Context: an optimization exercise on an open-source flow, tuned for small area. The choices shown serve that exercise and are no tape-out recipe.
Where RTL was checked, it was by simulation tests only, not by an equivalence proof against the original.
For runs 1 and 8, only the layout was checked, not whether the RTL still works.
The flow treats the clock pin as an ideal source, which a real chip does not have.
Power and IR drop assume default switching activity.

`design/flow/constraint.sdc`:
```
create_clock -name core_clock -period 6.0 [get_ports {clk25M}]
set_input_delay 1.2000 -clock core_clock [delete_from_list [all_inputs] [get_ports {clk25M}]]
set_output_delay 1.2000 -clock core_clock [all_outputs]
set_load 0.01 [all_outputs]
```
`design/flow/standard.sh`:
```
#!/bin/bash
# synth_recipe.tcl (not shown) runs the flow's synth.tcl, then flattens the netlist and writes it again
# the make line also repeats each setting of config.mk as NAME=value (left out here)
make -C /OpenROAD-flow-scripts/flow DESIGN_CONFIG=/design/flow/config.mk WORK_HOME=/design/flow/orfs CLKGATE_MAP_FILE= SYNTH_SCRIPT=/design/flow/synth_recipe.tcl "${@:-finish}"
```
`design/flow/design.v`:
```
`timescale 1ns/100ps
package invaders_pkg;
    typedef logic [11:0] coord_t;
    typedef logic [11:0] color_t;
    typedef logic [2:0]  slot_t;
    localparam int FIELD_WIDTH    = 640;
    localparam int NUM_INVADERS   = 8;
    localparam int NUM_LASERS     = 4;
    localparam int LASER_IDX_W    = $clog2(NUM_LASERS);
    localparam int INVADER_SIZE   = 32;
    localparam int CANNON_SIZE    = 32;
    localparam int CANNON_V       = 448;
    localparam int CANNON_STEP    = 2;
    localparam int CANNON_INIT_H  = 304;
    localparam int LASER_LEN      = 20;
    localparam int LASER_STEP     = 4;
    localparam int LASER_OFFSET_H = 16;
    localparam int DOWN_STEP      = 8;
    localparam color_t CANNON_COLOR = 12'hff0;
    localparam color_t LASER_COLOR  = 12'hfff;
    localparam bit [NUM_INVADERS-1:0] INVADER_INIT_ALIVE = 8'hff;
    localparam bit [NUM_INVADERS*12-1:0] INVADER_INIT_VPOS = {
        12'd64, 12'd64, 12'd64, 12'd64, 12'd0, 12'd0, 12'd0, 12'd0
    };
    localparam bit [NUM_INVADERS*12-1:0] INVADER_INIT_HPOS = {
        12'd320, 12'd256, 12'd192, 12'd128, 12'd320, 12'd256, 12'd192, 12'd128
    };
    localparam bit [NUM_INVADERS*12-1:0] INVADER_INIT_COLOR = {
        12'h88f, 12'h8f0, 12'hf80, 12'h0ff, 12'hf0f, 12'h00f, 12'h0f0, 12'hf00
    };
    typedef enum logic [1:0] {
        DIR_RIGHT,
        DIR_DOWN,
        DIR_LEFT
    } dir_t;
    typedef enum logic [2:0] {
        PH_IDLE,
        PH_SCAN,
        PH_MOVE,
        PH_CANNON,
        PH_LASERS
    } phase_t;
    localparam int UPDATE_CYCLES = 2 * NUM_INVADERS + 1 + NUM_LASERS;
endpackage
`timescale 1ns/100ps
`timescale 1ns/100ps
`timescale 1ns/100ps
`timescale 1ns/100ps
`timescale 1ns/100ps
`timescale 1ns/100ps
`timescale 1ns/100ps
module space_game_top (
    input  logic        clk25M,
    input  logic        reset,
    input  logic        frame_tick,
    input  logic        march_en,
    input  logic [3:0]  speed,
    input  logic        btn_left,
    input  logic        btn_right,
    input  logic        btn_fire,
    input  logic [11:0] whpos,
    input  logic [11:0] wvpos,
    input  logic [18:0] write_addr_in,
    input  logic        write_en,
    output logic [18:0] write_addr_out,
    output logic        write_en_out,
    output logic [11:0] vdin,
    output logic        update_busy
);
    logic [4:0] seq;
    wire        idle = (seq == 5'd0);
    wire        last = (seq == 5'd13);
    wire        upd  = (seq == 5'd1);     
    always_ff @(posedge clk25M) begin
        if (reset || last) seq <= 5'd0;
        else if (idle)    seq <= {4'd0, frame_tick};
        else              seq <= {seq[3:0], seq[4] ^ seq[2]};
    end
    assign update_busy = !idle;
    logic [8:0] Hn;      
    logic [8:0] Yn;      
    logic [1:0] dir;     
    wire dl   = dir[0];
    wire down = dir[1];
    wire [8:0] hsum;     
    wire       hcar;     
    wire [8:0] ydec;     
    wire [8:0] Cnew;     
    wire edge_seen = dl ? hcar : (hsum < 9'd95);
    always_ff @(posedge clk25M) begin
        if (reset) begin
            Hn  <= ~9'd128;
            Yn  <= ~9'd0;
            dir <= 2'b00;
        end else if (upd && march_en) begin
            if (down) begin
                Yn  <= ydec;
                dir <= {1'b0, ~dl};
            end else if (edge_seen) begin
                dir <= {1'b1, dl};
            end else begin
                Hn  <= hsum;
            end
        end
    end
    logic [8:0] Cn;
    wire can_l  = btn_left && (Cn != ~9'd8);                   
    wire can_r  = !can_l && btn_right && (Cn > ~9'd312);       
    always_ff @(posedge clk25M) begin
        if (reset)    Cn <= ~9'd160;
        else if (upd) Cn <= Cnew;
    end
    logic [3:0][6:0] E;
    logic [3:0][8:0] Xn;
    logic            spawned;
    wire win  = (seq == 5'd17) || (seq == 5'd3) || (seq == 5'd6) || (seq == 5'd13);
    wire free0 = &E[0];
    wire fire0 = win && free0 && btn_fire && !spawned;
    wire [7:0] eb;
    wire [6:0] edec;
    assign eb[0] = 1'b1;
    for (genvar j = 0; j < 7; j++) begin : g_edec
        assign edec[j] = E[0][j] ^ eb[j];
        assign eb[j+1] = eb[j] & ~E[0][j];
    end
    logic [6:0] e_in;
    always_comb begin
        if (win && !free0) e_in = edec;
        else if (fire0)    e_in = 7'd107;
        else               e_in = E[0];
    end
    always_ff @(posedge clk25M) begin
        if (reset) E <= {4{7'd127}};
        else       E <= {e_in, E[3:1]};
    end
    always_ff @(posedge clk25M) begin
        Xn <= {free0 ? Cn : Xn[0], Xn[3:1]};
    end
    always_ff @(posedge clk25M) begin
        spawned <= win && (spawned || fire0);
    end
    wire [9:0] vc;
    wire [8:0] vr;
    wire [8:0] va = wvpos[11:3] | {9{upd}};
    assign vc[0] = ~upd;
    for (genvar j = 0; j < 9; j++) begin : g_vsub
        assign vr[j]   = va[j] ^ Yn[j] ^ vc[j];
        assign vc[j+1] = (va[j] & Yn[j]) | (vc[j] & (va[j] ^ Yn[j]));
    end
    assign ydec = vr;
    wire wrapY = ~|Yn[8:3];                      
    wire row0  = vc[9] && (vr[8:2] == 7'd0);
    wire row1  = (vc[9] ^ wrapY) && (vr[8:2] == 7'd2);
    wire [10:0] hcy;
    wire [9:0]  hr;
    wire [9:0]  hnx = {1'b1, Hn};
    wire [9:0]  hop = {whpos[9], upd ? {{5{~dl}}, speed ^ {4{~dl}}} : whpos[8:0]};
    assign hcy[0] = upd ? ~dl : 1'b1;
    for (genvar j = 0; j < 10; j++) begin : g_hsub
        assign hr[j]    = hop[j] ^ hnx[j] ^ hcy[j];
        assign hcy[j+1] = (hop[j] & hnx[j]) | (hcy[j] & (hop[j] ^ hnx[j]));
    end
    assign hsum = hr[8:0];
    assign hcar = hcy[9];
    wire inv_hit = (row0 | row1) && (whpos[11:10] == 2'd0) && hcy[10] && (hr[9:8] == 2'd0) && !hr[5];
    wire [2:0] idx = {row1, hr[7:6]};
    wire [9:0] ccy;
    wire [8:0] cr;
    wire [8:0] cp  = upd ? {9{can_r}} : whpos[9:1];
    assign ccy[0] = upd ? can_l : 1'b1;
    for (genvar j = 0; j < 9; j++) begin : g_csub
        assign cr[j]     = cp[j] ^ Cn[j] ^ ccy[j];
        assign ccy[j+1]  = (cp[j] & Cn[j]) | (ccy[j] & (cp[j] ^ Cn[j]));
    end
    assign Cnew = cr;
    wire can_h   = (whpos[11:10] == 2'd0) && (ccy[9] ? (cr[8:3] == 6'h00) : (cr[8:3] == 6'h3f));
    wire can_hit = can_h && (wvpos[11:5] == 7'd14);
    wire       w_ok = (wvpos[11:9] == 3'd0) && (wvpos[8:6] != 3'b111);
    wire [4:0] la   = wvpos[8:4];
    wire [1:0] lb   = wvpos[3:2];
    wire [5:0] lmb;
    wire [4:0] lam1;
    assign lmb[0] = 1'b1;
    for (genvar j = 0; j < 5; j++) begin : g_lam1
        assign lam1[j]  = la[j] ^ lmb[j];
        assign lmb[j+1] = lmb[j] & ~la[j];
    end
    wire lam1_ok = (la != 5'd0);
    wire [8:0] lp = whpos[9:1];
    wire [8:0] lq;
    wire [9:0] lqc;
    assign lqc[0] = whpos[0];
    for (genvar j = 0; j < 9; j++) begin : g_lq
        assign lq[j]    = lp[j] ^ lqc[j];
        assign lqc[j+1] = lp[j] & lqc[j];
    end
    wire lh_ok = (whpos[11:10] == 2'd0);
    logic [3:0] las_h;
    for (genvar i = 0; i < 4; i++) begin : g_lhit
        wire [4:0] c  = E[i][6:2];
        wire [1:0] f  = E[i][1:0];
        wire       ge = (lb[1] & ~f[1]) | (~(lb[1] ^ f[1]) & (lb[0] | ~f[0]));
        wire       le = (~lb[1] & f[1]) | (~(lb[1] ^ f[1]) & (~lb[0] | f[0]));
        wire       vh = ((la == c) && ge) || (lam1_ok && (lam1 == c) && le);
        wire       hh = (lp == ~Xn[i]) || (lq == ~Xn[i]);
        assign las_h[i] = vh && hh;
    end
    wire las_hit = w_ok && lh_ok && (|las_h);
    logic [4:0] inv_code;
    always_comb begin
        case (idx)
            3'd0: inv_code = 5'b11000;     
            3'd1: inv_code = 5'b00110;     
            3'd2: inv_code = 5'b00001;     
            3'd3: inv_code = 5'b11001;     
            3'd4: inv_code = 5'b00111;     
            3'd5: inv_code = 5'b11100;     
            3'd6: inv_code = 5'b10110;     
            default: inv_code = 5'b10101;  
        endcase
    end
    logic [4:0] code;
    always_comb begin
        if (inv_hit)      code = inv_code;
        else if (can_hit) code = 5'b11110;    
        else if (las_hit) code = 5'b11111;    
        else              code = 5'b00000;
    end
    logic [4:0] col;
    always_ff @(posedge clk25M) begin
        if (reset || !write_en) col <= 5'd0;
        else                    col <= code;
    end
    assign vdin = {col[4], {3{col[3]}}, col[2], {3{col[1]}}, {4{col[0]}}};
    always_ff @(posedge clk25M) begin
        write_addr_out <= write_addr_in;
        write_en_out   <= write_en & ~reset;
    end
endmodule
```
`design/flow/config.mk`:
```
export PLATFORM = sky130hd
export DESIGN_NAME = space_game_top
export DESIGN_NICKNAME = space_game_top
export VERILOG_FILES = /design/flow/design.v
export SDC_FILE = /design/flow/constraint.sdc
export NUM_CORES = 4
export LEC_CHECK = 0
export CAP_MARGIN = 20
export CORE_MARGIN = 2
export CORE_UTILIZATION = 40
export PLACE_DENSITY = 0.6
export SLEW_MARGIN = 20
```
`design/flow/flow/run.sh`:
```
#!/bin/bash
# Standard ORFS layout (standard synthesis unchanged), with small port buffers
# and a lighter clock tree.
set -euo pipefail
export BUFFER_PORTS_ARGS="-buffer_cell sky130_fd_sc_hd__buf_1"
export CTS_ARGS="-sink_clustering_enable -repair_clock_nets -dont_use_dummy_load -buf_list sky130_fd_sc_hd__clkbuf_8"
bash standard.sh > standard_flow.log 2>&1
```
==> results.yml, run 1 <==
yosys:
  synth-seq-cells: 124
  synth_compound_area_share_pct: 10.4
  synth_top_family_by_area: "XOR/XNOR gates"
  synth_commonest_cells: "dfxtp_1 (124), xor2_1 (78), inv_1 (53)"
  synth.area.mux_share_pct: 1.70
  syn_area_sq_um: 6540
  synth_edf_count: 0
  yosysTopAreaCellShare_pct: 38.0
  postSynth.topFlopCell: "dfxtp_1"
  synth_fp_nets: 776
  synth_area_per_cell_sq_um: 9.79
  synth_area_leaders: "dfxtp_1 (38%), xor2_1 (10%), fa_1 (8.3%)"
  synth_simple_gate_area_share_pct: 14.8
  ys_seq_area_share_pct: 38.0
  post_synth_inst_count: 668
  synth-adder-area-share_pct: 13.2
  async_reset_ff_share_pct: 0
  synth_top_cell_by_area: "dfxtp_1"
  yosysMostFrequentCell: "dfxtp_1"
  yosys_warnings: 1
  yosys.area_share.xor_xnor_pct: 16.1
  ys_types: 62
timing:
  rsz0062_at_grt: "true"
  whs_ns: 0.353
  fin_crit_ns: 6.26
  setup_viol: 4
  worst_slack_ns: -0.262
  max-slew-margin-rel_pct: 50.3
  maxSlewViolCount: 0
  fmax_ghz: 0.160
  skew_ns: 0.0255
  hold_violations: 0
  tightest_slew_ns: 0.743
  finalCritPeriodShare_pct: 104
clocking:
  cts_num_sinks: 124
  hold_buffers: 0
  numCtsBuffers: 17
  clock_latency_ns: 0.44
  cts.path.max_buffers: 2
  htree_num_levels: 4
  cts_tree: "done"
  clk_pin_slew_worst_paths_ns: 0.06
  clock-root-buffer: "clkbuf_8"
power_and_ir_drop:
  share_comb_of_total_power_pct: 22.5
  p_seq_share_pct: 48.8
  p_leak_nw: 3.21
  p_clk_share_pct: 28.7
  power.share.switching_pct: 29.4
  ir_drop_v: 0.000165
  power_density_nw_per_um2: 244
  p_switching_uw: 546
  power.internal_mw: 1.31
routing:
  drt_iter0_markers: 290
  via_count: 4948
  wl_per_cell_um: 16.0
  viasPerCell: 4.98
  drc_errors: 0
  wirelength_mm: 15.9
  dr.pass1.iters: 4
  ant_nets: 0
finish:
  areaGrowthSynthToFinish_pct: 16.5
  fillers: 1561
  drive_above_1_share_pct: 16.6
  n_antenna_cell: 0
  nNetsFinal: 888
  final_core_util_pct: 47.8
worst_setup_path:
  crit_path_top_delay_cell: "or4_4"
  crit_top_cell: "fa_2"
  worstSetupPathDepth: 21
  endpoint: "col[1]"
  r2r_end: "col[1]"
  reg2reg_from: "Cn[4]"
  ff2ff_path_depth: 21
  path_cells: "nand4_1 > or4_4 > a21o_1 > nand2_2 > o21ai_2 > fa_2 > fa_2 > inv_2 > fa_2 > inv_2 > fa_2 > fa_2 > fa_2 > fa_2 > fa_2 > fa_1 > or4b_1 > nor4_2 > a41oi_2 > or4_4 > o221ai_1"
  critPathMaxStageDelay_ns: 0.51
  path_max_fanout: 4
  arrival_ns: 6.60
  crit_path_start: "Cn[4]"
  crit_family: "adder cells"
  cp-end-kind: "flip-flop"
  crit_required_ns: 6.34
  crit_path_start_kind: "flip-flop"
  reg2reg_setup_slack_ns: -0.26
  worstSetupPathType: "flip-flop to flip-flop"
  crit_buf_inv: 2
placed_design:
  place_ws_ns: -0.484
  post-dp-hpwl_mm: 12.4
  portBuffers: 85
  gp_congestion: 0.935
floorplanning:
  die-area_sq_um: 17400
  ios: 88
  rows: 46
  die_w_um: 132
  initial_core_util_pct: 41.0
  design.core.area_sq_um: 15900
  fp.dieH_um: 132
global_routing:
  grt_start_max_net_pins: 58
  globalRouteOverflowTotal: 0
  grt_pass1_wl_mm: 25.9
  antenna_found_initial: 0
  gr-usage-all-layers_pct: 19.1
  grt_pass1_vias: 5170
run_status:
  status: "failed layout checks"
  so_faults: "setup timing"
worst_hold_path:
  hold_path.class: "flip-flop to flip-flop"
job:
  max_cap_viol_count: 0
[per-layer routing]
metal / global-route usage [%] / wire length [um]
met1: 24.1 / 7320
met2: 31.7 / 7480
met3: 5.00 / 810
met4: 6.76 / 245
met5: 0 / 0
[power groups by stage]
stage	clock [mW]	sequential [mW]	combinational [mW]
finish	0.532	0.906	0.419
CTS	0.552	0.907	0.412
global route	0.581	0.912	0.468
detailed placement	0	0.924	0.406
floorplan	0	0.920	0.262
global placement	0	0.922	0.399
[flip-flops by register name, summed over array words and instances (netlist names)]
signal / count
E: 28
Xn: 36
Yn: 9
write_en_out: 1
write_addr_out: 19
seq: 5
Cn: 9
col: 5
spawned: 1
dir: 2
Hn: 9
[through the flow]
step	area [sq um]	setup TNS (ns)	total power [mW]	cells
CTS	7590	-0.844	1.87	993
finish	7620	-0.977	1.86	994
detailed placement	7340	-4.62	1.33	976
floorplan	6580	-0.866	1.18	668
global route	7620	-1.49	1.96	994
global placement	7340	-3.51	1.32	976
[placed cells by master, fill, tap and decap left out, types with 21 or more instances in the layout]
cell     instances
or2_2           21
ha_1            26
buf_4           47
xor2_1          78
buf_1           84
a211o_1         22
inv_1           51
xnor2_1         40
nor2_1          46
dfxtp_1        122
[final cells by class]
class	count	area, sq um	area share [%]
multi-input combinational	451	3750	49.2
sequential	124	2490	32.7
timing repair buffer	132	673	8.84
tap	216	270	3.55
clock buffer	17	234	3.07
inverter	54	203	2.66
[repair_timing]
item,CTS,global route
pin swaps,2,5
resized for setup,4,7
setup buffers,0,1
gates cloned,0,0
hold endpoints to repair,0,0
setup endpoints to repair,4,14
[logic make-up (layout without fill, tap and decap cells)]
kind of cell	count (synthesis)	in the layout
buf+inv	93	203
mux	10	10
compound gates	92	92
simple gates	177	177
flops	124	124
fa+ha+maj	53	53
xor+xnor	119	119
[worst min-delay path by stage]
| stage | start | endpoint | slack, ns | cells past startpoint |
|---|---|---|---|---|
| 2_1_floorplan | Xn[26] | Xn[17] | 0.35 | 0 |
| 3_3_place_gp | Xn[26] | Xn[17] | 0.36 | 0 |
| 3_5_place_dp | Xn[35] | Xn[26] | 0.36 | 0 |
| 4_1_cts | Xn[26] | Xn[17] | 0.36 | 0 |
| 5_1_grt | Xn[26] | Xn[17] | 0.36 | 0 |
| 6_report | Xn[26] | Xn[17] | 0.35 | 0 |
[worst reg2reg max path: stages, from the launching register on]
cell,delay (ns)
dfxtp_4,0.36
nand4_1,0.14
or4_4,0.51
a21o_1,0.20
nand2_2,0.07
o21ai_2,0.06
fa_2,0.34
fa_2,0.37
inv_2,0.07
fa_2,0.20
inv_2,0.04
fa_2,0.35
fa_2,0.37
fa_2,0.37
fa_2,0.38
fa_2,0.37
fa_1,0.49
or4b_1,0.49
nor4_2,0.31
a41oi_2,0.11
or4_4,0.49
o221ai_1,0.09
==> run 2, diff against run 1 <==
--- a/design/flow/design.v
+++ b/design/flow/design.v
@@ -109,4 +109,4 @@
     always_ff @(posedge clk25M) begin
-        if (reset)    Cn <= ~9'd160;
-        else if (upd) Cn <= Cnew;
+        if (reset)                        Cn <= ~9'd160;
+        else if (upd && (can_l || can_r)) Cn <= Cnew;
     end
@@ -168,4 +168,4 @@
     wire [8:0] cr;
-    wire [8:0] cp  = upd ? {9{can_r}} : whpos[9:1];
-    assign ccy[0] = upd ? can_l : 1'b1;
+    wire [8:0] cp  = upd ? {{8{~can_l}}, 1'b0} : whpos[9:1];
+    assign ccy[0] = 1'b1;
     for (genvar j = 0; j < 9; j++) begin : g_csub
--- a/design/flow/config.mk
+++ b/design/flow/config.mk
@@ -7,6 +7,6 @@
 export LEC_CHECK = 0
-export CAP_MARGIN = 20
+export CAP_MARGIN = 0
 export CORE_MARGIN = 2
-export CORE_UTILIZATION = 40
-export PLACE_DENSITY = 0.6
-export SLEW_MARGIN = 20
+export CORE_UTILIZATION = 55
+export PLACE_DENSITY = 0.7
+export SLEW_MARGIN = 0
==> run 2 against run 1 <==
The run now finishes clean. Global-route usage grew 4.3 points. Critical endpoint is now col[4]. Maximum frequency rose by 8.0%. Sequential power increased by 0.7%.
==> results.yml, run 2 <==
placed_design:
  post-dp-hpwl_mm: 11.2
  gp_congestion: 0.888
  portBuffers: 85
  place_ws_ns: -0.384
clocking:
  cts_num_sinks: 124
  numCtsBuffers: 17
  cts_resized: 0
  post_cts_buffers: 0
  cts_tree: "done"
  cts.path.max_buffers: 2
  clock_latency_ns: 0.43
  htree_num_levels: 4
  clock-root-buffer: "clkbuf_8"
  clk_pin_slew_worst_paths_ns: 0.07
  hold_buffers: 0
worst_hold_path:
  hold_path.class: "flip-flop to flip-flop"
global_routing:
  antenna_found_initial: 0
  grt_pass1_wl_mm: 23.5
  globalRouteOverflowTotal: 0
  grt_start_max_net_pins: 58
  gr-usage-all-layers_pct: 23.4
  grt_pass1_vias: 4942
yosys:
  synth_commonest_cells: "dfxtp_1 (124), xor2_1 (63), xnor2_1 (54)"
  ys_types: 61
  synth_area_leaders: "dfxtp_1 (38%), xor2_1 (8.4%), fa_1 (7.9%)"
  synth-seq-cells: 124
  syn_area_sq_um: 6600
  synth_area_per_cell_sq_um: 9.78
  synth_fp_nets: 783
  post_synth_inst_count: 675
  ys_seq_area_share_pct: 37.6
  yosys_warnings: 1
  yosysTopAreaCellShare_pct: 37.6
  async_reset_ff_share_pct: 0
  synth_edf_count: 0
  synth_top_cell_by_area: "dfxtp_1"
  yosysMostFrequentCell: "dfxtp_1"
  postSynth.topFlopCell: "dfxtp_1"
timing:
  whs_ns: 0.385
  finalCritPeriodShare_pct: 96.6
  skew_ns: 0.0164
  hold_violations: 0
  fin_crit_ns: 5.80
  rsz0062_at_grt: "false"
  fmax_ghz: 0.172
  tightest_slew_ns: 1.06
  setup_viol: 0
  maxSlewViolCount: 0
  max-slew-margin-rel_pct: 29.6
  worst_slack_ns: 0.202
finish:
  drive_above_1_share_pct: 12.6
  reg_top3: "Xn (36), E (28), write_addr_out (19)"
  n_antenna_cell: 0
  mostFrequentLayoutCell: "dfxtp_1"
  final_cell_mix: "dfxtp_1 (123), buf_1 (84), xor2_1 (63)"
  nNetsFinal: 865
  largest-register: "Xn"
  fillers: 994
  largest_register_ffs: 36
  areaGrowthSynthToFinish_pct: 11.3
power_and_ir_drop:
  power.internal_mw: 1.29
  p_clk_share_pct: 28.9
  power.share.switching_pct: 28.5
  p_leak_nw: 3.07
  p_seq_share_pct: 50.7
  power_density_nw_per_um2: 245
  share_comb_of_total_power_pct: 20.4
  p_switching_uw: 513
  ir_drop_v: 0.000211
worst_setup_path:
  crit_family: "adder cells"
  crit_path_start_kind: "input port"
  worstSetupPathType: "input port to flip-flop"
  crit_top_cell: "fa_2"
  arrival_ns: 6.14
  path_max_fanout: 4
  crit_buf_inv: 3
  reg2reg_setup_slack_ns: 0.27
  crit_path_top_delay_cell: "or4b_2"
  cp-end-kind: "flip-flop"
  path_cells: "buf_1 > nand2_1 > ha_1 > fa_1 > inv_1 > fa_1 > inv_1 > fa_2 > fa_2 > fa_2 > fa_2 > fa_2 > fa_1 > or4b_2 > nor4_2 > a41oi_1 > nor3_2 > nand2_2 > o211ai_1"
  crit_required_ns: 6.34
  critPathMaxStageDelay_ns: 0.65
floorplanning:
  die-area_sq_um: 12900
  die_w_um: 114
  fp.dieH_um: 114
  design.core.area_sq_um: 11900
  ios: 88
  initial_core_util_pct: 55.6
  rows: 40
run_status:
  status: "timing/DRC/antenna clean"
routing:
  ant_nets: 0
  wirelength_mm: 14.4
  wl_met3_um: 571
  route.top_layer_used: "met4"
  dr.pass1.iters: 4
  viasPerCell: 5.34
  wl_per_cell_um: 16.0
  wl_met2_mm: 6.99
  drt_iter0_markers: 223
  met1_length_mm: 6.64
  drc_errors: 0
  via_count: 4813
job:
  max_cap_viol_count: 0
## run 2: cell types whose count changed after synthesis, moves of 4 or more
cell     before  now
nor2_1       47   38
mux2i_1       1    6
xnor2_1      40   54
xor2_1       78   63
or2_1         0    5
nand4_1      15   10
o21a_1        1    5
## run 2: stage by stage
step           cells  setup TNS [ns]  utilization [%]  total power, mW  instance area (sq um)
2_1_floorplan    675               0                -             1.18                   6610
3_3_place_gp     885          -0.829             59.6             1.28                   7070
5_1_grt          902               0             61.9             1.89                   7340
3_5_place_dp     885           -1.44             59.6             1.29                   7070
6_report         902               0             61.9             1.80                   7340
4_1_cts          902               0             61.6             1.81                   7310
## run 2: cells by family after synthesis
logic type	share of synthesized area [%]
AOI/OAI and AO/OA	9.38
xor gates and xnor gates	16.0
adders and majority gates	13.0
buffers and inverters	5.99
DFF	37.6
muxes	2.45
and+or+nand+nor	15.5
## run 2: worst paths after layout
kind | from | end | cells past startpoint
setup / recovery | whpos[1] | col[4] | 19
setup reg to reg | seq[1] | col[4] | 21
hold / removal | Xn[19] | Xn[10] | 0
hold reg to reg | Xn[19] | Xn[10] | 0
## run 2: metal layers
metal	vias to the layer above	GRT usage, %
li1	2406	-
met1	2286	29.4
met2	106	39.6
met3	15	5.79
met4	0	7.97
met5	-	0
## run 2: area by class of cell
class | instances | area [sq um] | area share (%)
Timing Repair Buffer | 104 | 475 | 6.47
Inverter | 54 | 205 | 2.79
Tap cell | 147 | 184 | 2.50
Sequential cell | 124 | 2480 | 33.8
Multi-Input combinational cell | 456 | 3760 | 51.2
Clock buffer | 17 | 234 | 3.19
## run 2: worst register-to-register path, stage by stage (launching register included)
cell,delay [ns]
dfxtp_1,0.47
nor3b_4,0.08
nand2_2,0.10
buf_4,0.17
nand2_1,0.09
ha_1,0.20
fa_1,0.40
inv_1,0.09
fa_1,0.17
inv_1,0.07
fa_2,0.37
fa_2,0.37
fa_2,0.37
fa_2,0.37
fa_2,0.38
fa_1,0.47
or4b_2,0.65
nor4_2,0.28
a41oi_1,0.09
nor3_2,0.26
nand2_2,0.11
o211ai_1,0.11
## run 2: power by group through the flow
stage / clock (mW) / combinational [mW] / sequential (mW)
final: 0.520 / 0.368 / 0.912
after global routing: 0.564 / 0.409 / 0.918
after CTS: 0.539 / 0.361 / 0.913
after detailed placement: 0 / 0.358 / 0.930
after global placement: 0 / 0.348 / 0.928
after floorplan: 0 / 0.261 / 0.922
==> run 3, diff against run 2 <==
--- a/design/flow/config.mk
+++ b/design/flow/config.mk
@@ -7,3 +7,3 @@
 export LEC_CHECK = 0
-export CAP_MARGIN = 0
+export CAP_MARGIN = 20
 export CORE_MARGIN = 2
@@ -11,2 +11,2 @@
 export PLACE_DENSITY = 0.7
-export SLEW_MARGIN = 0
+export SLEW_MARGIN = 20
==> run 3 against run 2 <==
Die area is the same. Clock-buffer cell count did not move. Clock skew did not move. Largest cell class unchanged. Synthesized area did not move. Maximum frequency did not move. Utilization is the same. Power is the same. Synthesized cell count unchanged. First-iteration DRC count is the same. Wire length is the same. Still clean on timing, DRC and antenna.
==> results.yml, run 3 <==
run_status:
  status: "timing/DRC/antenna clean"
routing:
  drt_iter0_markers: 223
  route.top_layer_used: "met4"
  wl_met3_um: 571
  met1_length_mm: 6.64
  wirelength_mm: 14.4
  drc_errors: 0
  viasPerCell: 5.34
  wl_per_cell_um: 16.0
  wl_met2_mm: 6.99
  dr.pass1.iters: 4
  ant_nets: 0
  via_count: 4813
timing:
  maxSlewViolCount: 0
  fmax_ghz: 0.172
  skew_ns: 0.0164
  tightest_slew_ns: 1.06
  max-slew-margin-rel_pct: 29.6
  fin_crit_ns: 5.80
  setup_viol: 0
  rsz0062_at_grt: "false"
  finalCritPeriodShare_pct: 96.6
  hold_violations: 0
global_routing:
  globalRouteOverflowTotal: 0
  grt_pass1_wl_mm: 23.5
  antenna_found_initial: 0
  grt_start_max_net_pins: 58
  grt_pass1_vias: 4942
  gr-usage-all-layers_pct: 23.4
worst_hold_path:
  min_to: "Xn[10]"
  min_path_cells: 0
  hold_path.class: "flip-flop to flip-flop"
  hold_start: "Xn[19]"
clocking:
  cts.path.max_buffers: 2
  numCtsBuffers: 17
  clock-root-buffer: "clkbuf_8"
  cts_tree: "done"
  clk_pin_slew_worst_paths_ns: 0.07
  htree_num_levels: 4
  cts_num_sinks: 124
  clock_latency_ns: 0.43
  post_cts_buffers: 0
finish:
  final_cell_mix: "dfxtp_1 (123), buf_1 (84), xor2_1 (63)"
  final_cells: 902
  drive_above_1_share_pct: 12.6
  largest-register: "Xn"
  nNetsFinal: 865
  areaGrowthSynthToFinish_pct: 11.3
  n_antenna_cell: 0
  reg_top3: "Xn (36), E (28), write_addr_out (19)"
  largest_register_ffs: 36
  mostFrequentLayoutCell: "dfxtp_1"
yosys:
  synth_top_cell_by_area: "dfxtp_1"
  synth-seq-cells: 124
  postSynth.topFlopCell: "dfxtp_1"
  yosysMostFrequentCell: "dfxtp_1"
  ys_seq_area_share_pct: 37.6
  syn_area_sq_um: 6600
  async_reset_ff_share_pct: 0
  yosys_warnings: 1
  synth_area_per_cell_sq_um: 9.78
  post_synth_inst_count: 675
  synth_commonest_cells: "dfxtp_1 (124), xor2_1 (63), xnor2_1 (54)"
  yosysTopAreaCellShare_pct: 37.6
  synth_area_leaders: "dfxtp_1 (38%), xor2_1 (8.4%), fa_1 (7.9%)"
  synth_fp_nets: 783
  synth_edf_count: 0
  ys_types: 61
floorplanning:
  die-area_sq_um: 12900
  die_w_um: 114
  fp.dieH_um: 114
  rows: 40
  ios: 88
  design.core.area_sq_um: 11900
  initial_core_util_pct: 55.6
job:
  max_cap_viol_count: 0
worst_setup_path:
  arrival_ns: 6.14
  crit_path_start_kind: "input port"
  crit_required_ns: 6.34
  path_max_fanout: 4
  cp-end-kind: "flip-flop"
  ff2ff_path_depth: 21
  reg2reg_setup_slack_ns: 0.27
  worstSetupPathType: "input port to flip-flop"
  reg2reg_from: "seq[1]"
  r2r_end: "col[4]"
placed_design:
  portBuffers: 85
  dp.cells: 885
  post-dp-hpwl_mm: 11.2
  gp_congestion: 0.888
power_and_ir_drop:
  totalPowerFinal_mw: 1.80
  p_leak_nw: 3.07
  power_density_nw_per_um2: 245
  ir_drop_v: 0.000211
==> run 3: cell counts after synthesis <==
Identical to the previous run, type by type.
==> run 3: where the power goes <==
group / total, mW / switching, mW / internal (mW)
logic: 0.368 / 0.198 / 0.170
registers: 0.912 / 0.0432 / 0.869
clock network: 0.520 / 0.271 / 0.249
total: 1.80 / 0.513 / 1.29
==> run 3: what timing repair did <==
item,CTS,global route
endpoints found under the setup margin,0,5
gates resized for setup,0,9
hold endpoints to repair,0,0
hold buffers,0,0
==> run 3: worst max path at each step <==
| stage | end | cells after the start | slack, ns | startpoint |
|---|---|---|---|---|
| 6_report | col[4] | 19 | 0.20 | whpos[1] |
| 3_5_place_dp | col[4] | 19 | -0.38 | whpos[1] |
| 4_1_cts | col[4] | 19 | 0.08 | whpos[1] |
| 3_3_place_gp | col[2] | 19 | -0.22 | whpos[1] |
| 2_1_floorplan | col[2] | 19 | 0.002 | whpos[1] |
| 5_1_grt | col[4] | 19 | 0.007 | whpos[1] |
==> run 3: cells by family (layout without fill, tap and decap cells) <==
kind of cell | Yosys count | in the layout | synth area share [%]
buffers and inverters | 95 | 175 | 5.99
DFF | 124 | 124 | 37.6
muxes | 15 | 15 | 2.45
AOI/OAI and AO/OA | 85 | 85 | 9.38
xor gates and xnor gates | 119 | 119 | 16.0
and+or+nand+nor | 184 | 184 | 15.5
adders and majority gates | 53 | 53 | 13.0
==> run 3: metrics by stage <==
step / instance area [sq um] / setup WS [ns] / hold slack, ns / util [%] / TNS [ns]
2_1_floorplan: 6610 / 0.00205 / 0.374 / - / 0
3_3_place_gp: 7070 / -0.220 / 0.379 / 59.6 / -0.829
3_5_place_dp: 7070 / -0.384 / 0.381 / 59.6 / -1.44
4_1_cts: 7310 / 0.0825 / 0.389 / 61.6 / 0
5_1_grt: 7340 / 0.00657 / 0.397 / 61.9 / 0
6_report: 7340 / 0.202 / 0.385 / 61.9 / 0
==> run 3: layout make-up <==
type	count	area [sq um]
sequential	124	2480
timing repair buffer	104	475
fill	994	4520
clock buffer	17	234
inverter	54	205
tap	147	184
multi-input combinational	456	3760
==> run 3: critical path, cell delays in order <==
cell and delay [ns]:
buf_1 0.10, nand2_1 0.08, ha_1 0.20, fa_1 0.40
inv_1 0.09, fa_1 0.17, inv_1 0.07, fa_2 0.37
fa_2 0.37, fa_2 0.37, fa_2 0.37, fa_2 0.38
fa_1 0.47, or4b_2 0.65, nor4_2 0.28, a41oi_1 0.09
nor3_2 0.26, nand2_2 0.11, o211ai_1 0.11
==> run 3: per-layer routing <==
metal / track usage, % / vias to the layer above
met1: 29.4 / 2286
met4: 7.97 / 0
met3: 5.79 / 15
met2: 39.6 / 106
met5: 0 / -
li1: - / 2406
==> run 4, diff against run 3 <==
--- a/design/flow/design.v
+++ b/design/flow/design.v
@@ -116,3 +116,3 @@
     wire win  = (seq == 5'd17) || (seq == 5'd3) || (seq == 5'd6) || (seq == 5'd13);
-    wire free0 = &E[0];
+    wire free0 = &E[0][6:4];               
     wire fire0 = win && free0 && btn_fire && !spawned;
@@ -132,4 +132,3 @@
     always_ff @(posedge clk25M) begin
-        if (reset) E <= {4{7'd127}};
-        else       E <= {e_in, E[3:1]};
+        E <= {e_in, E[3:1]} | {4{reset, reset, reset, 4'b0000}};
     end
--- a/design/flow/config.mk
+++ b/design/flow/config.mk
@@ -9,4 +9,4 @@
 export CORE_MARGIN = 2
-export CORE_UTILIZATION = 55
-export PLACE_DENSITY = 0.7
+export CORE_UTILIZATION = 65
+export PLACE_DENSITY = 0.8
 export SLEW_MARGIN = 20
==> run 4 against run 3 <==
Synthesized area decreased by 3.4%. Global-route usage increased by 5.2 points. Clock power about the same. Synthesized cell count decreased by 1.3%. Non-clock buffer count decreased by 4. Sequential power increased by 1%. Utilization increased by 11 points. Maximum frequency increased by 1.9%. Largest power group unchanged. Combinational power decreased by 2%. Critical endpoint is now col[1]. Wire length increased by 0.51%.
==> results.yml, run 4 <==
timing:
  skew_ns: 0.0177
  finalCritPeriodShare_pct: 94.8
  tightest_slew_ns: 0.846
  finalSetupTns_ns: 0
  worst_slack_ns: 0.312
  fin_crit_ns: 5.69
  max-slew-margin-rel_pct: 43.2
  setup_viol: 0
  fmax_ghz: 0.176
  maxSlewViolCount: 0
  rsz0062_at_grt: "false"
  whs_ns: 0.361
  hold_violations: 0
yosys:
  postSynth.topFlopCell: "dfxtp_1"
  synth-seq-cells: 124
  synth_area_per_cell_sq_um: 9.58
  synth_top_cell_by_area: "dfxtp_1"
  yosysTopAreaCellShare_pct: 38.9
  syn_area_sq_um: 6380
  yosys_warnings: 1
  async_reset_ff_share_pct: 0
  post_synth_inst_count: 666
  synth_fp_nets: 773
  ys_types: 60
  synth_commonest_cells: "dfxtp_1 (124), xor2_1 (78), nand2_1 (59)"
  synth_edf_count: 0
  synth_area_leaders: "dfxtp_1 (39%), xor2_1 (11%), fa_1 (8.2%)"
  yosysMostFrequentCell: "dfxtp_1"
  ys_seq_area_share_pct: 38.9
floorplanning:
  initial_core_util_pct: 66.2
  rows: 36
  design.core.area_sq_um: 9640
  fp.dieH_um: 103
  die-area_sq_um: 10600
  ios: 88
  die_w_um: 103
worst_setup_path:
  path_cells: "buf_1 > xor2_1 > nor2_1 > a21oi_1 > fa_1 > inv_1 > fa_1 > fa_1 > fa_1 > fa_1 > fa_1 > inv_1 > fa_1 > fa_1 > fa_1 > ha_1 > nor4bb_2 > nand4_1 > a21oi_1 > nor2_1 > nand2_1 > o221ai_1"
  crit_path_start_kind: "input port"
  ff2ff_path_depth: 20
  r2r_end: "col[1]"
  crit_path_start: "speed[0]"
  reg2reg_setup_slack_ns: 0.35
  endpoint: "col[1]"
  worstSetupPathType: "input port to flip-flop"
  path_max_fanout: 5
  reg2reg_from: "Cn[6]"
  crit_family: "adder cells"
  cp-end-kind: "flip-flop"
  arrival_ns: 5.98
  crit_path_top_delay_cell: "fa_1"
  crit_required_ns: 6.29
  critPathMaxStageDelay_ns: 0.45
  crit_top_cell: "fa_1"
  worstSetupPathDepth: 22
  crit_buf_inv: 3
global_routing:
  antenna_found_initial: 0
  grt_pass1_wl_mm: 22.6
  globalRouteOverflowTotal: 0
  gr-usage-all-layers_pct: 28.6
  grt_start_max_net_pins: 28
  grt_pass1_vias: 4847
routing:
  wirelength_mm: 14.5
  via_count: 4916
  drt_iter0_markers: 216
  drc_errors: 0
  viasPerCell: 5.60
  wl_per_cell_um: 16.5
  dr.pass1.iters: 4
  ant_nets: 0
finish:
  final_cell_mix: "dfxtp_1 (124), buf_1 (85), xor2_1 (78)"
  mostFrequentLayoutCell: "dfxtp_1"
  nNetsFinal: 854
  fillers: 731
  largest_register_ffs: 36
  drive_above_1_share_pct: 7.38
  areaGrowthSynthToFinish_pct: 10.4
  reg_top3: "Xn (36), E (28), write_addr_out (19)"
  n_antenna_cell: 0
  final_core_util_pct: 73.1
  largest-register: "Xn"
placed_design:
  place_ws_ns: -0.147
  gp_congestion: 0.975
  post-dp-hpwl_mm: 11.0
  portBuffers: 85
clocking:
  clock-root-buffer: "clkbuf_8"
  cts_num_sinks: 124
  clock_latency_ns: 0.44
  cts.path.max_buffers: 2
  numCtsBuffers: 17
  post_cts_buffers: 0
  cts_tree: "done"
  clk_pin_slew_worst_paths_ns: 0.06
  htree_num_levels: 4
run_status:
  status: "timing/DRC/antenna clean"
power_and_ir_drop:
  ir_drop_v: 0.000234
  p_leak_nw: 2.96
  power_density_nw_per_um2: 256
worst_hold_path:
  hold_path.class: "flip-flop to flip-flop"
job:
  max_cap_viol_count: 0
==> run 4: worst min path at each step <==
stage	start	endpoint	slack, ns	depth (start not counted)
finish	E[9]	E[2]	0.36	0
global route	E[9]	E[2]	0.37	0
CTS	E[23]	E[16]	0.36	0
detailed placement	E[23]	E[16]	0.35	0
global placement	E[14]	E[7]	0.35	0
floorplan	E[7]	E[0]	0.34	0
==> run 4: where the power goes <==
group / internal (mW) / switching [mW]
logic: 0.156 / 0.205
clock network: 0.248 / 0.269
registers: 0.875 / 0.0481
==> run 4: kinds of logic after synthesis <==
logic type	Yosys count	share of synthesized area, %
and+or+nand+nor	182	14.6
DFF	124	38.9
muxes	9	1.43
adders and majority gates	52	13.3
AOI/OAI and AO/OA	92	9.65
buffers and inverters	89	5.77
xor gates and xnor gates	118	16.3
==> run 4: per-layer routing <==
| layer | wire length [um] | track usage, % |
|---|---|---|
| met5 | 0 | 0 |
| met4 | 334 | 12.1 |
| met3 | 863 | 7.66 |
| met2 | 7210 | 48.7 |
| met1 | 6070 | 34.2 |
==> run 4: repair_timing <==
item / CTS / global route
hold buffers: 0 / 0
setup endpoints to repair: 0 / 5
gates resized for setup: 0 / 1
==> run 4: cell type report <==
class,count,area (sq um),share of cell area (%)
multi-input combinational,453,3540,50.2
timing repair buffer,100,432,6.13
clock buffer,17,234,3.32
inverter,51,191,2.72
sequential,124,2480,35.2
tap,133,166,2.36
==> run 4: stage by stage <==
step	cell area [sq um]	total power, mW	std cells
2_1_floorplan	6380	1.19	666
3_3_place_gp	6800	1.27	861
3_5_place_dp	6800	1.29	861
4_1_cts	7030	1.81	878
5_1_grt	7040	1.89	878
6_report	7040	1.80	878
==> run 4: worst reg2reg max path, delay by kind of cell (launching register included) <==
kind	cells	cell delay [ns]
simple gates	7	1.19
flops	1	0.38
buf+inv	2	0.15
fa+ha+maj	8	3.24
compound gates	3	0.55
==> run 5, diff against run 4 <==
--- a/design/flow/config.mk
+++ b/design/flow/config.mk
@@ -10,2 +10,3 @@
 export CORE_UTILIZATION = 65
+export GPL_TIMING_DRIVEN = 0
 export PLACE_DENSITY = 0.8
==> run 5 against run 4 <==
Still clean on timing, DRC and antenna. Flip-flop and latch count unchanged. Combinational power about the same. Hold slack got worse by 0.0016 ns. Die area unchanged. Power increased by 0.54%. Maximum frequency decreased by 2.3%. Non-clock buffer count increased by 17. Design area increased by 1.2%. Critical endpoint unchanged.
==> results.yml, run 5 <==
power_and_ir_drop:
  share_comb_of_total_power_pct: 20.0
  power_density_nw_per_um2: 254
  p_switching_uw: 534
  power.share.switching_pct: 29.5
  ir_drop_v: 0.000199
  p_clk_share_pct: 29.1
  power.internal_mw: 1.28
  p_leak_nw: 3.00
  totalPowerFinal_mw: 1.81
  p_seq_share_pct: 51.0
timing:
  finalCritPeriodShare_pct: 97.1
  tightest_slew_ns: 0.653
  skew_ns: 0.0183
  finalSetupTns_ns: 0
  setup_viol: 0
  worst_slack_ns: 0.176
  whs_ns: 0.359
  fin_crit_ns: 5.82
  hold_violations: 0
  maxSlewViolCount: 0
  max-slew-margin-rel_pct: 56.1
  fmax_ghz: 0.172
finish:
  final_core_util_pct: 73.9
  largest-register: "Xn"
  nNetsFinal: 871
  fillers: 722
  drive_above_1_share_pct: 8.14
  final_cell_mix: "dfxtp_1 (124), xor2_1 (78), buf_1 (78)"
  areaGrowthSynthToFinish_pct: 11.8
  fin_area_sq_um: 7130
  n_antenna_cell: 0
  mostFrequentLayoutCell: "dfxtp_1"
  reg_top3: "Xn (36), E (28), write_addr_out (19)"
  largest_register_ffs: 36
  final_cells: 895
yosys:
  synth-seq-cells: 124
  syn_area_sq_um: 6380
  synth_top_cell_by_area: "dfxtp_1"
  yosysMostFrequentCell: "dfxtp_1"
  synth_fp_nets: 773
  synth_edf_count: 0
  yosysTopAreaCellShare_pct: 38.9
  synth_area_per_cell_sq_um: 9.58
  post_synth_inst_count: 666
  ys_seq_area_share_pct: 38.9
  async_reset_ff_share_pct: 0
  synth_area_leaders: "dfxtp_1 (39%), xor2_1 (11%), fa_1 (8.2%)"
  yosys_warnings: 1
  postSynth.topFlopCell: "dfxtp_1"
  synth_commonest_cells: "dfxtp_1 (124), xor2_1 (78), nand2_1 (59)"
  ys_types: 60
clocking:
  numCtsBuffers: 17
  cts_num_sinks: 124
  clock_latency_ns: 0.45
  clock-root-buffer: "clkbuf_8"
  cts.path.max_buffers: 2
  cts_tree: "done"
  hold_buffers: 0
  clk_pin_slew_worst_paths_ns: 0.06
  htree_num_levels: 4
routing:
  viasPerCell: 5.60
  drc_errors: 0
  drt_iter0_markers: 221
  wl_per_cell_um: 16.6
  wirelength_mm: 14.8
  ant_nets: 0
  via_count: 5008
  dr.pass1.iters: 4
placed_design:
  gp_congestion: 0.939
  dpl-instance-area_sq_um: 6840
  portBuffers: 79
  post-dp-hpwl_mm: 11.1
  place_ws_ns: -0.580
  dp.cells: 878
worst_setup_path:
  arrival_ns: 6.13
  reg2reg_from: "seq[3]"
  path_max_fanout: 6
  cp-end-kind: "flip-flop"
  worstSetupPathType: "input port to flip-flop"
  crit_required_ns: 6.30
  crit_path_start_kind: "input port"
  crit_path_start: "whpos[2]"
floorplanning:
  die_w_um: 103
  die-area_sq_um: 10600
  rows: 36
  design.core.area_sq_um: 9640
  fp.dieH_um: 103
  initial_core_util_pct: 66.2
  ios: 88
global_routing:
  antenna_found_initial: 0
  grt_start_max_net_pins: 18
  grt_pass1_wl_mm: 23.6
  grt_pass1_vias: 5007
  globalRouteOverflowTotal: 0
  gr-usage-all-layers_pct: 30.0
worst_hold_path:
  hold_path.class: "flip-flop to flip-flop"
  hold_start: "E[16]"
run_status:
  status: "timing/DRC/antenna clean"
job:
  max_cap_viol_count: 0
run 5: cell counts after synthesis:
No cell type changed its count.
run 5: worst paths after layout:
path | end | slack [ns] | cells after the start
setup / recovery | col[1] | 0.18 | 19
hold / removal | E[9] | 0.36 | 0
setup reg to reg | col[1] | 0.28 | 22
hold reg to reg | E[9] | 0.36 | 0
run 5: what timing repair did:
action | 4_1_cts | 5_1_grt
resized for setup | 6 | 11
pin swaps | 0 | 1
endpoints found under the setup margin | 12 | 14
buffers inserted | 0 | 2
run 5: critical path, stage by stage:
cell and delay (ns):
buf_1 0.12, clkbuf_1 0.40, o21ai_0 0.20, fa_1 0.38, inv_1 0.08, fa_1 0.17
inv_1 0.05, fa_1 0.41, fa_1 0.43, fa_1 0.44, fa_1 0.45, fa_1 0.43
fa_1 0.51, nand4_1 0.12, nor3_1 0.05, a31oi_1 0.31, nor3_1 0.08, nand2_1 0.17
o221ai_1 0.13
run 5: cell families (layout without fill, tap and decap cells):
kind of cell / after synthesis / in the layout / synth area share (%)
and+or+nand+nor: 182 / 182 / 14.6
DFF: 124 / 124 / 38.9
xor gates and xnor gates: 118 / 118 / 16.3
AOI/OAI and AO/OA: 92 / 92 / 9.65
buffers and inverters: 89 / 185 / 5.77
adders and majority gates: 52 / 52 / 13.3
muxes: 9 / 9 / 1.43
run 5: metal layers:
layer | up-vias | track usage, % | part of all wire, %
met1 | 2367 | 35.9 | 41
li1 | 2403 | - | -
met4 | 0 | 14.1 | 2.9
met5 | - | 0 | 0
met2 | 198 | 49.7 | 50
met3 | 40 | 8.95 | 6.3
run 5: power groups by stage:
stage                     clock network, mW  registers, mW  logic (mW)
final                                 0.526          0.923       0.361
after global routing                  0.566          0.930       0.401
after CTS                             0.534          0.922       0.353
after detailed placement                  0          0.939       0.347
after global placement                    0          0.937       0.334
after floorplan                           0          0.929       0.256
run 5: area by class of cell:
| cell class | count | area, sq um | area share, % |
|---|---|---|---|
| Buffer | 36 | 173 | 2.42 |
| Clock buffer | 17 | 234 | 3.28 |
| Inverter | 51 | 196 | 2.76 |
| Multi-Input combinational cell | 453 | 3560 | 50.0 |
| Sequential cell | 124 | 2480 | 34.8 |
| Tap cell | 133 | 166 | 2.33 |
| Timing Repair Buffer | 81 | 313 | 4.39 |
==> run 6, diff against run 5 <==
--- a/design/flow/config.mk
+++ b/design/flow/config.mk
@@ -9,5 +9,4 @@
 export CORE_MARGIN = 2
-export CORE_UTILIZATION = 65
-export GPL_TIMING_DRIVEN = 0
-export PLACE_DENSITY = 0.8
+export CORE_UTILIZATION = 55
+export PLACE_DENSITY = 0.7
 export SLEW_MARGIN = 20
==> run 6 against run 5 <==
Still clean. Flip-flop and latch count did not move. Critical endpoint unchanged. Synthesized cell count unchanged. Die area up 17%. Synthesized area unchanged. Register-to-register slack better by 0.14 ns. Clock power fell by 2%. Power shrank 0.48%. Critical path depth up 1. Cell count decreased by 0.45%.
==> results.yml, run 6 <==
routing:
  drc_errors: 0
  via_count: 4755
  wl_per_cell_um: 15.8
  viasPerCell: 5.34
  wirelength_mm: 14.1
  dr.pass1.iters: 4
  ant_nets: 0
  drt_iter0_markers: 340
finish:
  largest-register: "Xn"
  nNetsFinal: 857
  mostFrequentLayoutCell: "dfxtp_1"
  reg_top3: "Xn (36), E (28), write_addr_out (19)"
  areaGrowthSynthToFinish_pct: 11.0
  drive_above_1_share_pct: 7.75
  fillers: 1002
  final_cell_mix: "dfxtp_1 (124), buf_1 (85), xor2_1 (78)"
  largest_register_ffs: 36
  fin_area_sq_um: 7080
  n_antenna_cell: 0
global_routing:
  grt_start_max_net_pins: 28
  globalRouteOverflowTotal: 0
  grtUsageMet1_pct: 31.7
  grt_pass1_wl_mm: 23.3
  gr-usage-all-layers_pct: 23.8
  grt_busiest_layer: "met2"
  antenna_found_initial: 0
  grt_util_met3_pct: 6.10
  gr-usage-met2_pct: 38.8
  grt_pass1_vias: 4706
yosys:
  syn_area_sq_um: 6380
  synth_area_leaders: "dfxtp_1 (39%), xor2_1 (11%), fa_1 (8.2%)"
  synth-seq-cells: 124
  async_reset_ff_share_pct: 0
  yosysMostFrequentCell: "dfxtp_1"
  yosysTopAreaCellShare_pct: 38.9
  postSynth.topFlopCell: "dfxtp_1"
  synth_top_cell_by_area: "dfxtp_1"
  synth_edf_count: 0
  synth_commonest_cells: "dfxtp_1 (124), xor2_1 (78), nand2_1 (59)"
  ys_types: 60
  post_synth_inst_count: 666
  yosys_warnings: 1
  synth_fp_nets: 773
  ys_seq_area_share_pct: 38.9
  synth_area_per_cell_sq_um: 9.58
floorplanning:
  rows: 39
  die_w_um: 112
  fp.dieH_um: 112
  initial_core_util_pct: 56.1
  die-area_sq_um: 12500
  design.core.area_sq_um: 11400
  ios: 88
timing:
  fmax_ghz: 0.176
  finalSetupTns_ns: 0
  whs_ns: 0.356
  worst_slack_ns: 0.321
  rsz0062_at_grt: "false"
  setup_viol: 0
  maxSlewViolCount: 0
  max-slew-margin-rel_pct: 44.2
  tightest_slew_ns: 0.832
  hold_violations: 0
  finalCritPeriodShare_pct: 94.6
  skew_ns: 0.0236
  fin_crit_ns: 5.68
job:
  max_cap_viol_count: 0
clocking:
  cts_tree: "done"
  clock_latency_ns: 0.44
  cts.path.max_buffers: 2
  clock-root-buffer: "clkbuf_8"
  cts_num_sinks: 124
  htree_num_levels: 4
  clk_pin_slew_worst_paths_ns: 0.06
  numCtsBuffers: 17
worst_setup_path:
  crit_path_start_kind: "input port"
  critPathMaxStageDelay_ns: 0.43
  path_max_fanout: 5
  path_cells: "buf_1 > nor2_1 > fa_1 > fa_1 > fa_1 > fa_1 > fa_1 > inv_1 > fa_1 > inv_1 > fa_1 > fa_1 > inv_1 > fa_1 > nor2_1 > nand4_1 > a21oi_1 > nor2_1 > nand2_1 > o221ai_1"
  crit_buf_inv: 4
  crit_required_ns: 6.29
  crit_top_cell: "fa_1"
  arrival_ns: 5.97
  crit_path_top_delay_cell: "fa_1"
  cp-end-kind: "flip-flop"
  crit_family: "adder cells"
  worstSetupPathType: "input port to flip-flop"
power_and_ir_drop:
  ir_drop_v: 0.000239
  power_density_nw_per_um2: 255
  p_leak_nw: 2.98
  totalPowerFinal_mw: 1.80
run_status:
  status: "timing/DRC/antenna clean"
worst_hold_path:
  hold_path.class: "flip-flop to flip-flop"
placed_design:
  dpl-instance-area_sq_um: 6810
  place_ws_ns: -0.157
  post-dp-hpwl_mm: 11.0
  portBuffers: 85
  gp_congestion: 0.915
## run 6: cell counts after synthesis
Identical to the previous run, type by type.
## run 6: cells by family (layout without fill, tap and decap cells)
logic type	count (synthesis)	count (layout)	synth area share (%)
buffers and inverters	89	171	5.77
XOR/XNOR	118	118	16.3
adder cells (fa/ha/maj)	52	52	13.3
multiplexers	9	9	1.43
flip-flops	124	124	38.9
AND/OR/NAND/NOR	182	182	14.6
AO/OA/AOI/OAI	92	92	9.65
## run 6: power breakdown
part	switching, mW	internal [mW]	total [mW]
clock network	0.269	0.248	0.517
registers	0.0449	0.875	0.920
logic	0.206	0.159	0.365
total	0.520	1.28	1.80
## run 6: path summary, 6_finish.rpt
kind | startpoint | end | slack (ns) | cells after the start
setup reg to reg | seq[0] | col[2] | 0.42 | 21
hold reg to reg | E[21] | E[14] | 0.36 | 0
hold / removal | E[21] | E[14] | 0.36 | 0
setup / recovery | wvpos[3] | col[1] | 0.32 | 20
## run 6: layout make-up
class / count / area [sq um] / share of cell area [%]
well taps: 143 / 179 / 2.53
repair buffers: 103 / 454 / 6.42
flip-flops and latches: 124 / 2480 / 35.1
multi-input cells: 453 / 3540 / 50.0
clock buffers: 17 / 234 / 3.31
inverters: 51 / 191 / 2.71
## run 6: metrics by stage
stage | std cells | utilization, %
2_1_floorplan | 666 | -
3_3_place_gp | 871 | 59.9
3_5_place_dp | 871 | 59.9
4_1_cts | 888 | 62.0
5_1_grt | 891 | 62.2
6_report | 891 | 62.2
## run 6: timing repair
action	in CTS	in global routing
hold buffers	0	0
buffers inserted	0	2
setup endpoints to repair	0	5
endpoints found under the hold margin	0	0
resized for setup	0	2
## run 6: metal layers
layer	share of wire (%)	wire, um
met5	0	0
met4	1.1	153
met3	4.9	691
met2	48	6800
met1	46	6460
==> run 7, diff against run 6 <==
==> design/flow/flow/run.sh (replaced) <==
#!/bin/bash
# Standard ORFS layout (standard synthesis unchanged) with small port buffers
# and a light clock tree: clkbuf_4 leaves under a clkbuf_8 root; leaves whose
# estimated output slew is high are then swapped for clkbuf_8 before routing.
set -euo pipefail
export BUFFER_PORTS_ARGS="-buffer_cell sky130_fd_sc_hd__buf_1"
export CTS_ARGS="-sink_clustering_enable -repair_clock_nets -dont_use_dummy_load -buf_list sky130_fd_sc_hd__clkbuf_4 -root_buf sky130_fd_sc_hd__clkbuf_8"
bash standard.sh cts > standard_cts.log 2>&1
export RES=orfs/results/${FLOW_PLATFORM}/space_game_top/base
export PLAT=${FLOW_HOME}/platforms/${FLOW_PLATFORM}
export FIX_SLEW_PS=90
openroad -no_init -exit flow/fix_cts.tcl > fix_cts.log 2>&1
bash standard.sh finish > standard_finish.log 2>&1
==> design/flow/flow/fix_cts.tcl (new file) <==
# Swap clkbuf_4 clock buffers whose output slew (placement estimate) is over
# FIX_SLEW_PS for clkbuf_8, legalize, and put the result back as the CTS result.
read_liberty $::env(PLAT)/lib/sky130_fd_sc_hd__tt_025C_1v80.lib
read_db $::env(RES)/4_cts.odb
read_sdc $::env(RES)/4_cts.sdc
source $::env(PLAT)/setRC.tcl
set_propagated_clock [all_clocks]
estimate_parasitics -placement
set lim $::env(FIX_SLEW_PS)
set big [[ord::get_db] findMaster sky130_fd_sc_hd__clkbuf_8]
set n 0
foreach inst [[ord::get_db_block] getInsts] {
  if {[[$inst getMaster] getName] == "sky130_fd_sc_hd__clkbuf_4"} {
    set pin [get_pins [$inst getName]/X]
    set s 0
    foreach e {rise fall} {
      set v [sta::time_ui_sta [get_property $pin slew_max_$e]]
      if {$v > $s} { set s $v }
    }
    if {$s * 1e12 > $lim} {
      $inst swapMaster $big
      incr n
      puts "upsized [$inst getName] (slew [format %.1f [expr {$s * 1e12}]] ps)"
    }
  }
}
puts "upsized $n clock buffers"
detailed_placement
check_placement
write_db $::env(RES)/4_1_cts.odb
after 1100
write_db $::env(RES)/4_cts.odb
--- a/design/flow/config.mk
+++ b/design/flow/config.mk
@@ -9,4 +9,4 @@
 export CORE_MARGIN = 2
-export CORE_UTILIZATION = 55
-export PLACE_DENSITY = 0.7
+export CORE_UTILIZATION = 65
+export PLACE_DENSITY = 0.8
 export SLEW_MARGIN = 20
==> run 7 against run 6 <==
Largest cell class unchanged. Design area shrank 1.5%. Clock-buffer cell count unchanged. Utilization grew 10 points.
==> results.yml, run 7 <==
run_status:
  status: "timing/DRC/antenna clean"
finish:
  reg_top3: "Xn (36), E (28), write_addr_out (19)"
  mostFrequentLayoutCell: "dfxtp_1"
  final_cell_mix: "dfxtp_1 (124), buf_1 (85), xor2_1 (78)"
  drive_above_1_share_pct: 7.25
  final_cells: 878
  areaGrowthSynthToFinish_pct: 9.30
  largest-register: "Xn"
  n_antenna_cell: 0
  nNetsFinal: 854
  fin_area_sq_um: 6970
  largest_register_ffs: 36
worst_setup_path:
  reg2reg_from: "seq[2]"
  worstSetupPathType: "input port to flip-flop"
  crit_top_cell: "fa_1"
  path_max_fanout: 4
  crit_family: "adder cells"
  arrival_ns: 5.98
  r2r_end: "col[1]"
  crit_required_ns: 6.29
  crit_path_start_kind: "input port"
  reg2reg_setup_slack_ns: 0.35
  crit_path_top_delay_cell: "fa_1"
  worstSetupPathDepth: 19
  critPathMaxStageDelay_ns: 0.51
  crit_buf_inv: 3
  ff2ff_path_depth: 21
  path_cells: "buf_1 > nand2_1 > ha_1 > fa_1 > inv_1 > fa_1 > inv_1 > fa_1 > fa_1 > fa_1 > fa_1 > fa_1 > fa_1 > nand4_1 > nor3_1 > a31oi_1 > nor3_1 > nand2_1 > o221ai_1"
  cp-end-kind: "flip-flop"
power_and_ir_drop:
  ir_drop_v: 0.000197
  p_leak_nw: 2.93
  power_density_nw_per_um2: 246
timing:
  fin_crit_ns: 5.69
  setup_viol: 0
  fmax_ghz: 0.176
  tightest_slew_ns: 0.999
  finalSetupTns_ns: 0
  maxSlewViolCount: 0
  hold_violations: 0
  skew_ns: 0.0304
  max-slew-margin-rel_pct: 33.0
  rsz0062_at_grt: "false"
  finalCritPeriodShare_pct: 94.8
global_routing:
  globalRouteOverflowTotal: 0
  grt_pass1_wl_mm: 22.6
  antenna_found_initial: 0
  gr-usage-all-layers_pct: 28.5
  grt_pass1_vias: 4778
  grt_start_max_net_pins: 28
placed_design:
  post-dp-hpwl_mm: 11.0
  dp.cells: 861
  portBuffers: 85
  dpl-instance-area_sq_um: 6800
  gp_congestion: 0.975
clocking:
  htree_num_levels: 4
  clock_latency_ns: 0.43
  cts.path.max_buffers: 2
  clock-root-buffer: "clkbuf_8"
  numCtsBuffers: 17
  cts_tree: "done"
  hold_buffers: 0
  cts_num_sinks: 124
  clk_pin_slew_worst_paths_ns: 0.08
yosys:
  synth-seq-cells: 124
  syn_area_sq_um: 6380
  synth_area_leaders: "dfxtp_1 (39%), xor2_1 (11%), fa_1 (8.2%)"
  async_reset_ff_share_pct: 0
  ys_seq_area_share_pct: 38.9
  synth_fp_nets: 773
  yosysMostFrequentCell: "dfxtp_1"
  yosysTopAreaCellShare_pct: 38.9
  synth_edf_count: 0
  ys_types: 60
  synth_top_cell_by_area: "dfxtp_1"
  post_synth_inst_count: 666
  yosys_warnings: 1
  synth_commonest_cells: "dfxtp_1 (124), xor2_1 (78), nand2_1 (59)"
  synth_area_per_cell_sq_um: 9.58
  postSynth.topFlopCell: "dfxtp_1"
routing:
  via_count: 4880
  ant_nets: 0
  dr.pass1.iters: 4
  wl_per_cell_um: 16.3
  wirelength_mm: 14.4
  viasPerCell: 5.56
  drc_errors: 0
  drt_iter0_markers: 190
worst_hold_path:
  min_path_cells: 0
  min_to: "Xn[8]"
  hold_path.class: "flip-flop to flip-flop"
  hold_start: "Xn[17]"
floorplanning:
  die_w_um: 103
  initial_core_util_pct: 66.2
  fp.dieH_um: 103
  die-area_sq_um: 10600
  design.core.area_sq_um: 9640
  ios: 88
  rows: 36
job:
  max_cap_viol_count: 0
## run 7: cells by family after synthesis
group	Yosys count	synth area share [%]
xor+xnor	118	16.3
compound gates	92	9.65
simple gates	182	14.6
mux	9	1.43
fa+ha+maj	52	13.3
buf+inv	89	5.77
flops	124	38.9
## run 7: worst max path at each step
| stage | from | endpoint | slack [ns] |
|---|---|---|---|
| floorplan | seq[0] | col[4] | 0.30 |
| global placement | speed[0] | col[1] | -0.01 |
| detailed placement | speed[0] | col[1] | -0.15 |
| CTS | speed[0] | col[1] | 0.28 |
| global route | speed[0] | col[1] | 0.01 |
| finish | whpos[1] | col[1] | 0.31 |
## run 7: timing repair
action,in CTS,in global routing
endpoints found under the hold margin,0,0
endpoints found under the setup margin,0,5
setup buffers,0,0
gates resized for setup,0,1
## run 7: per-stage QoR
| stage | hold WS [ns] | total power [mW] | worst slack, ns | util, % |
|---|---|---|---|---|
| final | 0.351 | 1.71 | 0.309 | 72.3 |
| after floorplan | 0.344 | 1.19 | 0.300 | - |
| after global routing | 0.364 | 1.81 | 0.0123 | 72.3 |
| after detailed placement | 0.355 | 1.29 | -0.147 | 70.5 |
| after global placement | 0.350 | 1.27 | -0.0104 | 70.5 |
| after CTS | 0.365 | 1.68 | 0.282 | 71.9 |
## run 7: cell type report
type,count,area (sq um)
multi-input combinational,453,3530
sequential,124,2480
fill,748,2670
clock buffer,17,165
timing repair buffer,100,432
inverter,51,191
tap,133,166
## run 7: metal layers
layer / vias up / part of all wire, % / GRT usage, %
li1: 2371 / - / -
met1: 2317 / 42 / 33.9
met2: 165 / 50 / 48.7
met3: 27 / 6.3 / 7.46
met4: 0 / 2.1 / 12.7
met5: - / 0 / 0
## run 7: report_power, final
part / internal, mW / total (mW) / switching [mW]
Clock: 0.173 / 0.431 / 0.258
Combinational: 0.156 / 0.359 / 0.203
Sequential: 0.874 / 0.922 / 0.0479
Total: 1.20 / 1.71 / 0.509
==> run 8, diff against run 7 <==
--- a/design/flow/design.v
+++ b/design/flow/design.v
@@ -70,9 +70,9 @@
     logic [4:0] seq;
-    wire        idle = (seq == 5'd0);
-    wire        last = (seq == 5'd13);
-    wire        upd  = (seq == 5'd1);     
+    wire        idle = ~|seq[3:0];                           
+    wire        last = seq[3] & seq[2] & ~seq[1] & seq[0];   
+    wire        upd  = seq[3] & ~seq[2] & seq[1];            
     always_ff @(posedge clk25M) begin
         if (reset || last) seq <= 5'd0;
-        else if (idle)    seq <= {4'd0, frame_tick};
-        else              seq <= {seq[3:0], seq[4] ^ seq[2]};
+        else if (idle)     seq <= {4'd0, frame_tick};
+        else               seq <= {seq[3:0], seq[4] ^ seq[2]};
     end
@@ -115,3 +115,3 @@
     logic            spawned;
-    wire win  = (seq == 5'd17) || (seq == 5'd3) || (seq == 5'd6) || (seq == 5'd13);
+    wire win  = seq[4] & ((seq[3] & ~seq[0]) | (seq[2] & seq[0]));
     wire free0 = &E[0][6:4];               
==> run 8 against run 7 <==
Maximum frequency is 1.0% higher. Still clean on timing, DRC and antenna. Largest power group unchanged. Clock-buffer cell count unchanged. Sequential share of layout area decreased by 0.077 points. Clock skew decreased by 0.0018 ns. Global-route usage is 1.5 points lower. Critical path depth grew 1. Cell count is 0.46% higher. Utilization fell by 0.18 points. Register-to-register slack better by 0.22 ns. Highest routed layer unchanged.
==> results.yml, run 8 <==
timing:
  tightest_slew_ns: 0.665
  finalCritPeriodShare_pct: 93.9
  maxSlewViolCount: 0
  fin_crit_ns: 5.63
  max-slew-margin-rel_pct: 55.6
  skew_ns: 0.0286
  finalSetupTns_ns: 0
  whs_ns: 0.363
  fmax_ghz: 0.177
  rsz0062_at_grt: "false"
routing:
  drt_iter0_markers: 211
  ant_nets: 0
  viasPerCell: 5.44
  wirelength_mm: 13.7
  drc_errors: 0
power_and_ir_drop:
  ir_drop_v: 0.000170
  power_density_nw_per_um2: 205
  p_leak_nw: 2.86
clocking:
  htree_num_levels: 4
  post_cts_buffers: 0
  clk_pin_slew_worst_paths_ns: 0.07
  hold_buffers: 0
  numCtsBuffers: 17
  clock-root-buffer: "clkbuf_8"
  cts_tree: "done"
  clock_latency_ns: 0.43
  cts_resized: 0
yosys:
  synth_top_family_by_area: "XOR/XNOR gates"
  yosysTopAreaCellShare_pct: 38.8
  synth-seq-cells: 124
  synth_simple_gate_area_share_pct: 14.9
  synth_fp_nets: 779
  post_synth_inst_count: 672
  synth_top_cell_by_area: "dfxtp_1"
  ys_types: 56
  yosys_warnings: 1
  synth_edf_count: 0
  postSynth.topFlopCell: "dfxtp_1"
  ys_seq_area_share_pct: 38.8
  yosysMostFrequentCell: "dfxtp_1"
  yosys.area_share.xor_xnor_pct: 16.1
  syn_area_sq_um: 6400
finish:
  areaGrowthSynthToFinish_pct: 9.11
  fillers: 764
  multi_input_area_sq_um: 3540
  drive_above_1_share_pct: 6.68
  n_antenna_cell: 0
  reg_top3: "Xn (36), E (28), write_addr_out (19)"
  largest_register_ffs: 36
  nNetsFinal: 858
placed_design:
  post-dp-hpwl_mm: 10.7
  portBuffers: 85
  gp_congestion: 0.886
floorplanning:
  die_w_um: 103
  die-area_sq_um: 10700
  rows: 36
  design.core.area_sq_um: 9680
global_routing:
  antenna_found_initial: 0
  grt_start_max_net_pins: 48
  grt_pass1_vias: 4666
  globalRouteOverflowTotal: 0
worst_setup_path:
  path_cells: "buf_1 > nor2_1 > fa_1 > fa_1 > fa_1 > fa_1 > fa_1 > inv_1 > fa_1 > inv_1 > fa_1 > fa_1 > inv_1 > fa_1 > nor2_1 > nand4_1 > a21oi_1 > nor2_1 > nand2_1 > o221ai_1"
  crit_family: "adder cells"
  crit_buf_inv: 4
  critPathMaxStageDelay_ns: 0.43
  cp-end-kind: "flip-flop"
  crit_required_ns: 6.27
  crit_path_top_delay_cell: "fa_1"
  crit_path_start_kind: "input port"
job:
  max_cap_viol_count: 0
run_status:
  status: "timing/DRC/antenna clean"
-- run 8: routing by layer --
| metal | track usage, % | routed length, um |
|---|---|---|
| met5 | 0 | 0 |
| met4 | 11.5 | 310 |
| met3 | 7.53 | 702 |
| met2 | 44.5 | 6720 |
| met1 | 33.5 | 6010 |
-- run 8: cells by family after synthesis --
kind of cell / after synthesis
buffers and inverters: 91
XOR/XNOR: 117
AND/OR/NAND/NOR: 187
AO/OA/AOI/OAI: 99
adder cells (fa/ha/maj): 52
multiplexers: 2
flip-flops: 124
-- run 8: layout make-up --
class / instances / area share (%)
multi-input combinational: 457 / 50.7
inverter: 53 / 2.85
timing repair buffer: 98 / 6.14
tap: 133 / 2.38
clock buffer: 17 / 2.36
sequential: 124 / 35.5
-- run 8: worst paths after layout --
| check | start | to | slack (ns) | cells past startpoint |
|---|---|---|---|---|
| max | wvpos[3] | col[1] | 0.37 | 20 |
| min | Xn[26] | Xn[17] | 0.36 | 0 |
| max reg2reg | seq[3] | col[1] | 0.57 | 21 |
| min reg2reg | Xn[26] | Xn[17] | 0.36 | 0 |
-- run 8: power breakdown --
group          total [mW]  internal, mW  switching (mW)
clock               0.433         0.173           0.260
sequential          0.836         0.832         0.00453
combinational       0.163        0.0682          0.0950
total                1.43          1.07           0.359
-- run 8: per-stage QoR --
step | instances | instance area [sq um] | worst slack (ns)
2_1_floorplan | 672 | 6400 | 0.318
3_3_place_gp | 865 | 6820 | 0.0857
3_5_place_dp | 865 | 6820 | -0.0354
4_1_cts | 882 | 6950 | 0.441
5_1_grt | 882 | 6990 | 0.112
6_report | 882 | 6990 | 0.366

Re-timed with assumed drivers on the ports (clkbuf_16 on the clock, buf_2 on other inputs), run 8 has 0.379 ns of setup slack against 0.366 ns with ideal ports, and -0.067 ns once port delays also move by the mid clock arrival of 0.446 ns.
